What follows belongs to an exercise in optimizing a design on an open flow for small area and a short achievable clock period; a production flow would make more cautious choices.
RTL that was checked went through simulation tests only; none was proved equivalent to the original.
No driver is modelled on the clock port, so clocking that relies on it looks cheaper here than on a real chip.
No activity file was given, so power comes from the tool's default toggle rates.

## rev 12
## fpga_host
module fpga_host #(
  parameter int MMIO_ELS       = 16,
  parameter int NBF_MAX_WRITES = 4
) (
  input  wire                                   clk,
  input  wire                                   reset,
  input  wire                                   psel_i,
  input  wire                                   penable_i,
  input  wire                                   pwrite_i,
  input  wire [fpga_host_pkg::CSR_ADDR_W-1:0]   paddr_i,
  input  wire fpga_host_pkg::word_t             pwdata_i,
  output fpga_host_pkg::word_t                  prdata_o,
  output logic                                  pready_o,
  output logic                                  pslverr_o,
  output logic                                  wr_valid_o,
  input  wire                                   wr_ready_i,
  output logic [fpga_host_pkg::NBF_ADDR_W-1:0]  wr_addr_o,
  output logic [fpga_host_pkg::NBF_DATA_W-1:0]  wr_data_o,
  ...
For scale: about 6,500 cells after synthesis, roughly 3,600 flip-flops, ~280 I/O pins, about 130,000 um^2 of cells after synthesis.
export LEC_CHECK = 0
export ABC_CLOCK_PERIOD_IN_PS = 2100
export CAP_MARGIN = 20
export CORE_MARGIN = 2
export CORE_UTILIZATION = 65
export CTS_CLUSTER_DIAMETER = 80
export CTS_CLUSTER_SIZE = 24
export SETUP_SLACK_MARGIN = 2.05
export SLEW_MARGIN = 20
create_clock -name core_clock -period 4.2 [get_ports {clk}]
standard.sh (not shown) runs the stock make flow with config.mk's settings and CLKGATE_MAP_FILE= SYNTH_SCRIPT=/design/flow/synth_recipe.tcl, a recipe that flattens the netlist after the stock synthesis.
==> flow/flow/run.sh <==
#!/bin/bash
# The standard layout (the standard.sh, with the standard synthesis unchanged) with:
# - port buffers of a plain buffer cell (buf_4) instead of the one buffer_ports picks;
# - the resizer free to pick any cell size, not only same-footprint ones;
# - before detailed placement, each output port's buffer next to its pin and the register
#   feeding it right behind the buffer (flow/pull_out_regs.tcl);
# - after clock tree synthesis, the clock root buffer split into four, each driving one
#   quadrant of the tree, then legalization and another timing repair (flow/post_cts.tcl).
set -euo pipefail
F="$PWD/flow"
export PRE_DETAIL_PLACE_TCL="$F/pull_out_regs.tcl"
export POST_CTS_TCL="$F/post_cts.tcl"
bash standard.sh MATCH_CELL_FOOTPRINT=0 "BUFFER_PORTS_ARGS=-buffer_cell sky130_fd_sc_hd__buf_4" \
  PRE_DETAIL_PLACE_TCL="$F/pull_out_regs.tcl" POST_CTS_TCL="$F/post_cts.tcl" finish > standard_flow.log 2>&1
Other scripts of this flow, unchanged in this note and not shown: flow/flow/post_cts.tcl, flow/flow/pull_out_regs.tcl, flow/flow/split_root.tcl
Rev 12 completed every stage of the flow, and the final layout passed the timing, DRC and antenna checks.
## Diff of input files: rev 13 against rev 12
--- a/flow/design.v
+++ b/flow/design.v
@@ -85,64 +85,79 @@
   end
   always_ff @(posedge clk) begin
     for (int k = 0; k < 4; k++) begin
       if (!dfull_q && dsel_q[k]) dw_q[k] <= pwdata_i;
     end
     if (!dfull_q && dsel_q[4]) begin
       dcls_q[1] <= (pwdata_i[7:0] == OP_WRITE32) | (pwdata_i[7:0] == OP_WRITE64);
       dcls_q[0] <= (pwdata_i[7:0] == OP_WRITE64) | (pwdata_i[7:0] == OP_FENCE);
     end
   end
   logic [PKT_W-1:0] qmem [16];
-  logic [15:0]      qwr_oh_q;   
+  logic [3:0]       qwr_q;
+  logic [15:0]      qwe_q;      
+  logic [4:0]       qcnt_q;
+  logic             qne_q;
+  logic             q_pop;
+  logic [PKT_W-1:0] qhead;
   logic [15:0]      qrd_oh_q;   
-  logic [15:0]      qth_q;      
-  logic             qne_q;
-  logic             q_pop, q_up, q_dn;
-  logic [PKT_W-1:0] qhead;
   logic [1:0]       hcls_q;     
   logic [1:0]       ncls;       
-  assign qne_q   = qth_q[0];
-  assign qfull_q = qth_q[15];
-  assign q_up    = pkt_fire & ~q_pop;
-  assign q_dn    = q_pop & ~pkt_fire;
   always_ff @(posedge clk) begin
     for (int i = 0; i < 16; i++) begin
-      if (qwr_oh_q[i] && !qfull_q) qmem[i] <= {dcls_q, dw_q[3], dw_q[2], dw_q[1], dw_q[0]};
+      if (qwe_q[i]) qmem[i] <= {dcls_q, dw_q[3], dw_q[2], dw_q[1], dw_q[0]};
     end
   end
   always_comb begin
     qhead = '0;
     for (int i = 0; i < 16; i++) qhead = qhead | (qmem[i] & {PKT_W{qrd_oh_q[i]}});
   end
   always_comb begin
     ncls = '0;
     for (int i = 0; i < 16; i++) ncls = ncls | (qmem[i][PKT_W-1:PKT_W-2] & {2{qrd_oh_q[(i+15)%16]}});
   end
   always_ff @(posedge clk) begin
     if (q_pop) begin
-      hcls_q <= qth_q[1] ? ncls : dcls_q;
+      hcls_q <= (qcnt_q != 5'd1) ? ncls : dcls_q;
     end else if (!qne_q) begin
       hcls_q <= dcls_q;
     end
   end
   always_ff @(posedge clk) begin
     if (reset) begin
-      qwr_oh_q <= 16'd1;
+      qwr_q   <= '0;
+      qwe_q   <= 16'd1;
       qrd_oh_q <= 16'd1;
-      qth_q    <= '0;
-    end else begin
-      if (pkt_fire) qwr_oh_q <= {qwr_oh_q[14:0], qwr_oh_q[15]};
-      if (q_pop)    qrd_oh_q <= {qrd_oh_q[14:0], qrd_oh_q[15]};
-      if (q_up)     qth_q    <= {qth_q[14:0], 1'b1};
-      if (q_dn)     qth_q    <= {1'b0, qth_q[15:1]};
+      qcnt_q  <= '0;
+      qne_q   <= 1'b0;
+      qfull_q <= 1'b0;
+    end else begin
+      if (pkt_fire) qwr_q <= qwr_q + 1'b1;
+      for (int i = 0; i < 16; i++) begin
+        qwe_q[i] <= ((pkt_fire ? qwr_q + 1'b1 : qwr_q) == 4'(i)) &
+                    ~(pkt_fire & ~q_pop & (qcnt_q == 5'd15)) & ~(qfull_q & ~q_pop);
+      end
+      if (q_pop) qrd_oh_q <= {qrd_oh_q[14:0], qrd_oh_q[15]};
+      case ({pkt_fire, q_pop})
+        2'b10: begin
+          qcnt_q  <= qcnt_q + 1'b1;
+          qne_q   <= 1'b1;
+          qfull_q <= (qcnt_q == 5'd15);
+        end
+        2'b01: begin
+          qcnt_q  <= qcnt_q - 1'b1;
+          qne_q   <= (qcnt_q != 5'd1);
+          qfull_q <= 1'b0;
+        end
+        default: ;
+      endcase
     end
   end
   logic [2:0] cred_q;
   logic       w64_q;
   logic       launch, retire, can_issue, drained, load_wr;
   logic       h_wr, h_x;
   assign h_wr = hcls_q[1];
   assign h_x  = hcls_q[0];
   assign launch    = wr_valid_o & wr_ready_i;
   assign retire    = wr_done_i & (cred_q != 3'd0);
   assign can_issue = ~wr_valid_o & ~cred_q[2];
[summary]
- ~same number of sinks driven by the clock tree in rev 13 and rev 12
- Diff rev 12 -> rev 13 | power | increase of 820 uW
- Summary of rev 13 over rev 12: adder-cell share of the synthesized area shows no meaningful change, starting utilization of the core area shows no meaningful change.
- The multi-input gate count of rev 13 falls short of that of rev 12 by 32.
For rev 13, only the layout was checked, not whether the RTL still works.

## port drivers added, routing unchanged
Ports are ideal in the flow. The routed layouts listed here were re-timed in OpenROAD.
Step 1: set_driving_cell puts a clkbuf_16 on clk and a buf_2 on each other input, an assumption about the parent block.
Step 2 times the ports against the registers' clock, not the clock port: input delays grow and output delays shrink by t, the midpoint of the rising clock arrivals with the driver on.
a / b / c = ideal ports / drivers / drivers and shift; a / b = the first two.
run | shift t [ns] | setup WS [ns] | hold slack, ns | worst setup path after step 2 | worst slew at a driven data input, ns
rev 12 | 0.784 | 2.037 / 1.992 / 1.442 | 0.462 / 0.297 / 0.469 | input to register | 0.13
rev 13 | 0.786 | 1.957 / 1.957 / 1.388 | 0.431 / 0.272 / 0.465 | input to register | 0.14
After both steps setup and hold are still met in every run listed. The setup slack of rev 12, which loses most, moves by -0.045 ns with the drivers and by -0.595 ns with both steps.
